Context: an optimization exercise on an open-source flow, tuned for small area, a short achievable clock period and few clock cycles per item. The choices shown serve that exercise and are no tape-out recipe. The RTL was checked by simulation tests, not by an equivalence proof against the original design.

==> inputs of build 61 <==
Design md5_stream_hasher, start of the top module:
module md5_stream_hasher (
    input  logic        clk,
    input  logic        rst_n,
    input  logic        in_valid,
    output logic        in_ready,
    input  logic [31:0] in_word,
    input  logic [2:0]  in_byte_count,
    input  logic        in_last,
    output logic        out_valid,
    input  logic        out_ready,
    output logic [31:0] digest_a,
    output logic [31:0] digest_b,
    output logic [31:0] digest_c,
    output logic [31:0] digest_d
);
    localparam int NINS   = 4;
    localparam int LATE_W = $clog2(NINS);
    logic [4:0]  w_reg;         
    logic [3:0]  wait_reg;      
    logic [LATE_W-1:0] late_reg;  
    logic [1:0]  o_reg;         
    logic [23:0] partial_reg;   
    logic        mend_reg;      
    logic        pad80_reg;     
    logic        lflag_reg;     
    logic [5:0]  lbib_reg;      
    logic        ifirst_reg;    
    logic [54:0] blk_reg;       
    logic [6:1]  bcy_reg;       
    logic [6:0]  pn_reg;        
    logic        bub_reg;
    logic        r15v_reg;      
    logic [31:0] pre_reg;
    logic [7:0]  tsel_reg;      
    logic        sv_reg;
    logic        sfin_reg;
    logic        sinit_reg;
    logic [31:0] x1_reg;        
    logic [31:0] x0_reg;        
    logic [3:0]  rsel1_reg;
    logic [4:0]  rsel2_reg;
    logic [3:0]  hupd_reg;      
    logic        rfirst_reg;
    logic        rlast_reg;
    logic [31:0] a_reg, b_reg, c_reg, d_reg;
    logic [31:0] ha_reg, hb_reg, hc_reg, hd_reg;
    logic        out_valid_reg;
    logic        pfin;
    logic        open;
    logic [3:0]  w_eff;
    logic        start;
    logic        slot;
    logic [2:0]  cnt;
    logic [31:0] rot_in;
    logic [31:0] data_word;
    logic [2:0]  total;
    logic        accept;
    logic        ins_data;
    logic        ins_pad;
    logic        ins;
    logic [31:0] ins_word;
    logic [31:0] pad_word;
    logic        miss;
    logic        done;
    logic        blk_inc;
    logic [31:0] ring_new;     
    logic [31:0] ring_tap;
    assign pfin  = pn_reg[6];
    assign open  = !w_reg[4] || pfin;
    assign w_eff = w_reg[4] ? 4'd0 : w_reg[3:0];
    assign start = (w_eff == 4'd0);
    assign slot  = open && (start || (wait_reg == 4'd0));
    always_comb
    begin
  ...
make LEC_CHECK=0 ABC_AREA=1 ABC_CLOCK_PERIOD_IN_PS=6000 CAP_MARGIN=20 CORE_MARGIN=2 CORE_UTILIZATION=50 SETUP_SLACK_MARGIN=4.5 SLEW_MARGIN=20 finish   # period 9.0 ns
run.sh (not shown) runs the stock make flow with config.mk's settings and CLKGATE_MAP_FILE= SYNTH_SCRIPT=/design/flow/synth_recipe.tcl, a recipe that flattens the netlist after the stock synthesis.
==> build 66 (differences from build 61) <==
- ABC_AREA: 1 -> default
==> qor summary <==
quantity	build 66	build 61
Result of the run	complete, no violations	complete, no violations
GRT Resource Usage Total	35.0%	37.4%
Total length of routed met2 wires	81.2 mm	86.8 mm
Post-synthesis net count	5237	6049
Pin count of the biggest net entering global routing	83	62
Most frequent cell after synthesis	dfxtp_1	nand2_1
Number of gates resized after cts	400	371
Detailed-placement wirelength estimate	118 mm	134 mm
Signed area change from the synthesized netlist to the final layout	23.4%	22.2%
WP buf/inv	2	4
Number of fillers in the final layout	7905	8389
Clock latency on the worst-skew pair	710 ps	720 ps
Met2 global-route usage	57.5%	60.0%
Final core utilization	62.2%	61.7%
Cells after Synth	4928	5740
Worst slack after detailed placement	1760 ps	3020 ps
Instance count after placement with tap cells included	6124	7004
Antenna violations before repair	3	2
Multi-input combinational area share	42.8%	41.8%
Vias in the first global route	38000	41300
Fraction of area in registers	38.8%	38.2%
Critical path capture point	b_reg[31]	b_reg[27]
Testbench counts of build 61, summed over its fixed seeds: cycles 59,120, bytes 44,906.
Testbench counts of build 66, summed over its fixed seeds: cycles 59,120, bytes 44,906.


==> inputs of run A <==
Another version of the RTL of md5_stream_hasher (not shown whole).
Design md5_stream_hasher, start of the top module:
module md5_stream_hasher (
    input  logic        clk,
    input  logic        rst_n,
    input  logic        in_valid,
    output logic        in_ready,
    input  logic [31:0] in_word,
    input  logic [2:0]  in_byte_count,
    input  logic        in_last,
    output logic        out_valid,
    input  logic        out_ready,
    output logic [31:0] digest_a,
    output logic [31:0] digest_b,
    output logic [31:0] digest_c,
    output logic [31:0] digest_d
);
    localparam int NINS   = 4;
    localparam int LATE_W = $clog2(NINS);
    logic [4:0]  w_reg;         
    logic [3:0]  wait_reg;      
    logic [LATE_W-1:0] late_reg;  
    logic [1:0]  o_reg;         
    logic [23:0] partial_reg;   
    logic        mend_reg;      
    logic        pad80_reg;     
    logic        lflag_reg;     
    logic [5:0]  lbib_reg;      
    logic        ifirst_reg;    
    logic [54:0] blk_reg;       
    logic [6:1]  bcy_reg;       
    logic [6:0]  pn_reg;        
    logic        bub_reg;
    logic        r15v_reg;      
    logic [31:0] pre_reg;
    logic [7:0]  tsel_reg;      
    logic        sv_reg;
    logic        sfin_reg;
    logic        sinit_reg;
    logic [31:0] x1_reg;        
    logic [31:0] x0_reg;        
    logic [3:0]  rsel1_reg;
    logic [4:0]  rsel2_reg;
    logic [3:0]  hupd_reg;      
    logic        rfirst_reg;
  ...
clock: 9.0 ns
lec_check: 0
abc_area: 1
abc_clock_period_in_ps: 6000
cap_margin: 20
core_margin: 2
core_utilization: 50
setup_slack_margin: 5
slew_margin: 20
tns_end_percent: 10
==> run G (differences from run A) <==
--- a/flow/design.v
+++ b/flow/design.v
@@ -212,70 +212,30 @@
     input  logic [31:0] pre,
     input  logic [31:0] b,
     input  logic [31:0] x1,
     input  logic [31:0] x0,
     output logic [31:0] b_next
 );
-    function automatic logic [31:0] carries(input logic [31:0] g_in, input logic [31:0] p_in);
-        logic [31:0] g, p, gn, pn;
-        g = g_in;
-        p = p_in;
-        for (int s = 1; s < 32; s = s * 2)
-        begin
-            gn = g;
-            pn = p;
-            for (int i = s; i < 32; i++)
-            begin
-                gn[i] = g[i] | (p[i] & g[i-s]);
-                pn[i] = p[i] & p[i-s];
-            end
-            g = gn;
-            p = pn;
-        end
-        carries = g;
-    endfunction
     logic [31:0] f;
-    logic [31:0] g1, p1, g2, p2, c1, c2;
     logic [31:0] sum;
     logic [31:0] rot1;
     logic [31:0] rot;
     always_comb
     begin
         f    = (b & x1) | (~b & x0);
-        g1   = pre & f;
-        p1   = pre ^ f;
-        for (int i = 0; i < 2; i++)
-        begin
-            g1[i] = b[i] ? (pre[i] & x1[i]) : (pre[i] & x0[i]);
-            p1[i] = b[i] ? (pre[i] ^ x1[i]) : (pre[i] ^ x0[i]);
-        end
-        c1   = carries(g1, p1);
-        sum  = p1 ^ {c1[30:0], 1'b0};
+        sum  = pre + f;
         rot1 = ({32{rsel1[0]}} & sum)
             | ({32{rsel1[1]}} & {sum[30:0], sum[31:31]})
             | ({32{rsel1[2]}} & {sum[29:0], sum[31:30]})
             | ({32{rsel1[3]}} & {sum[28:0], sum[31:29]});
         rot  = ({32{rsel2[0]}} & {rot1[27:0], rot1[31:28]})
             | ({32{rsel2[1]}} & {rot1[23:0], rot1[31:24]})
             | ({32{rsel2[2]}} & {rot1[19:0], rot1[31:20]})
             | ({32{rsel2[3]}} & {rot1[15:0], rot1[31:16]})
             | ({32{rsel2[4]}} & {rot1[11:0], rot1[31:12]});
-        g2   = b & rot;
-        p2   = b ^ rot;
-        for (int i = 0; i < 2; i++)
-        begin
-            g2[i] = 1'b0;
-            p2[i] = 1'b0;
-            for (int k = 0; k < 5; k++)
-            begin
-                g2[i] = g2[i] | (rsel2[k] & b[i] & rot1[(i + 28 - 4 * k) % 32]);
-                p2[i] = p2[i] | (rsel2[k] & (b[i] ^ rot1[(i + 28 - 4 * k) % 32]));
-            end
-        end
-        c2   = carries(g2, p2);
-        b_next = p2 ^ {c2[30:0], 1'b0};
+        b_next = b + rot;
     end
 endmodule
 module md5_stream_hasher (
     input  logic        clk,
     input  logic        rst_n,
     input  logic        in_valid,
@@ -486,30 +446,30 @@
                  | ({32{hupd_reg[2]}} & hc_reg) | ({32{hupd_reg[3]}} & hb_reg);
         end
         fsum = hsel + b_reg;
         if (sv_reg)
         begin
             a_next = d_reg;
+            b_next = b_step;
             c_next = b_reg;
             d_next = c_reg;
         end
         else if (sfin_reg)
         begin
             a_next = rlast_reg ? md5_pkg::IV_A : ha_reg;
+            b_next = rlast_reg ? md5_pkg::IV_B : fsum;
             c_next = rlast_reg ? md5_pkg::IV_C : hc_reg;
             d_next = rlast_reg ? md5_pkg::IV_D : hd_reg;
         end
         else
         begin
             a_next = a_reg;
+            b_next = b_reg;
             c_next = c_reg;
             d_next = d_reg;
         end
-        b_next = ({32{sv_reg}} & b_step)
-               | ({32{sfin_reg}} & (rlast_reg ? md5_pkg::IV_B : fsum))
-               | ({32{!sv_reg && !sfin_reg}} & b_reg);
     end
     always_ff @(posedge clk or negedge rst_n)
     begin
         if (!rst_n)
         begin
             w_reg         <= '0;
--- a/flow/config.mk
+++ b/flow/config.mk
@@ -7,9 +7,9 @@
 export LEC_CHECK = 0
 export ABC_AREA = 1
 export ABC_CLOCK_PERIOD_IN_PS = 6000
 export CAP_MARGIN = 20
 export CORE_MARGIN = 2
 export CORE_UTILIZATION = 50
-export SETUP_SLACK_MARGIN = 5
+export SETUP_SLACK_MARGIN = 4
 export SLEW_MARGIN = 20
 export TNS_END_PERCENT = 10
==> run summary <==
Run A passed the timing, DRC and antenna checks. Run G finished clean. Between run G and run A, the lower clock-buffer cell count is in run G (gap 3). Between run A and run G, the lower first-iteration DRC count is in run G (gap 5.3%, measured against run G). Sequential cell count is the same in run G and run A. Hold slack: run A is better than run G (0.0015 ns). In run G the core utilization is lower than in run A, by 3.3 points. In run A the fmax is larger than in run G, by 11%. Against run G, the global-route usage of run A is higher by 1.9 points. Against run G, the final cell count of run A is larger by about 5%. In run G the wire length is smaller than in run A, by 6.8%.
==> figures <==
| item | run G | run A |
|---|---|---|
| Transition time at the pin with the least slew margin | 1.140 ns | 1.126 ns |
| Via count of the routed design | 43172 | 45813 |
| Highest cell delay on the worst timing path | 0.43 ns | 0.48 ns |
| Area of all placed cells without fillers | 56810 um^2 | 60800 um^2 |
| Worst path required time | 9.45 ns | 9.55 ns |
| Net Count, Synth | 6049 | 6263 |
| Count of nets after finishing | 6261 | 6610 |
| Register area | 22420 um^2 | 22220 um^2 |
| Routed length on met2 | 83720 um | 90290 um |
| Share of the yosys chip area belonging to registers | 0.4662 | 0.4541 |
| Multi-input gate share of the layout cell area | 0.4170 | 0.4263 |
| Post-CTS sizing | 226 | 587 |
| Register-to-Register Path Depth | 31 | 25 |
| Simple-gate share of the synthesized area | 0.1813 | 0.1981 |
| Status | finished clean | finished clean |
| Number of global-route vias before repair | 40708 | 43555 |
| Startpoint of the most critical setup path | b_reg[9] | b_reg[22] |
| Pin count of the biggest net entering global routing | 75 | 65 |
Testbench counts of run A, summed over its fixed seeds: cycles 59,120, bytes 44,906.
Testbench counts of run G, summed over its fixed seeds: cycles 59,120, bytes 44,906.

what the ideal ports hide:
Ports are ideal in the flow. The routed layouts listed here were re-timed in OpenROAD. Step 1 (the two cells are an assumption about what drives the block):
set clk [get_ports {clk}]
set_driving_cell -lib_cell sky130_fd_sc_hd__clkbuf_16 $clk
set_driving_cell -lib_cell sky130_fd_sc_hd__buf_2 [delete_from_list [all_inputs] $clk]
Step 2 also shifts input and output timing later by t, the mid clock arrival at the registers, as if the neighbouring blocks saw the same clock. Slacks: no drivers / after step 1 / after step 2; pairs: no drivers / after step 1.
| run | t, ns | slack for setup (ns) | worst register clock-pin slew, ns | cell pins on the clock port's net |
|---|---|---|---|---|
| build 61 | 0.774 | 3.849 / 3.849 / 3.849 | 0.07 / 0.07 | 1 |
| build 66 | 0.746 | 2.208 / 2.208 / 2.208 | 0.07 / 0.07 | 1 |
| run A | 0.758 | 4.366 / 4.366 / 4.113 | 0.07 / 0.07 | 1 |
| run G | 0.756 | 3.871 / 3.871 / 3.414 | 0.07 / 0.07 | 1 |
After both steps every run listed still meets setup and hold. The setup slack of run G, which loses most, moves by 0.000 ns with the drivers and by -0.457 ns with both steps.
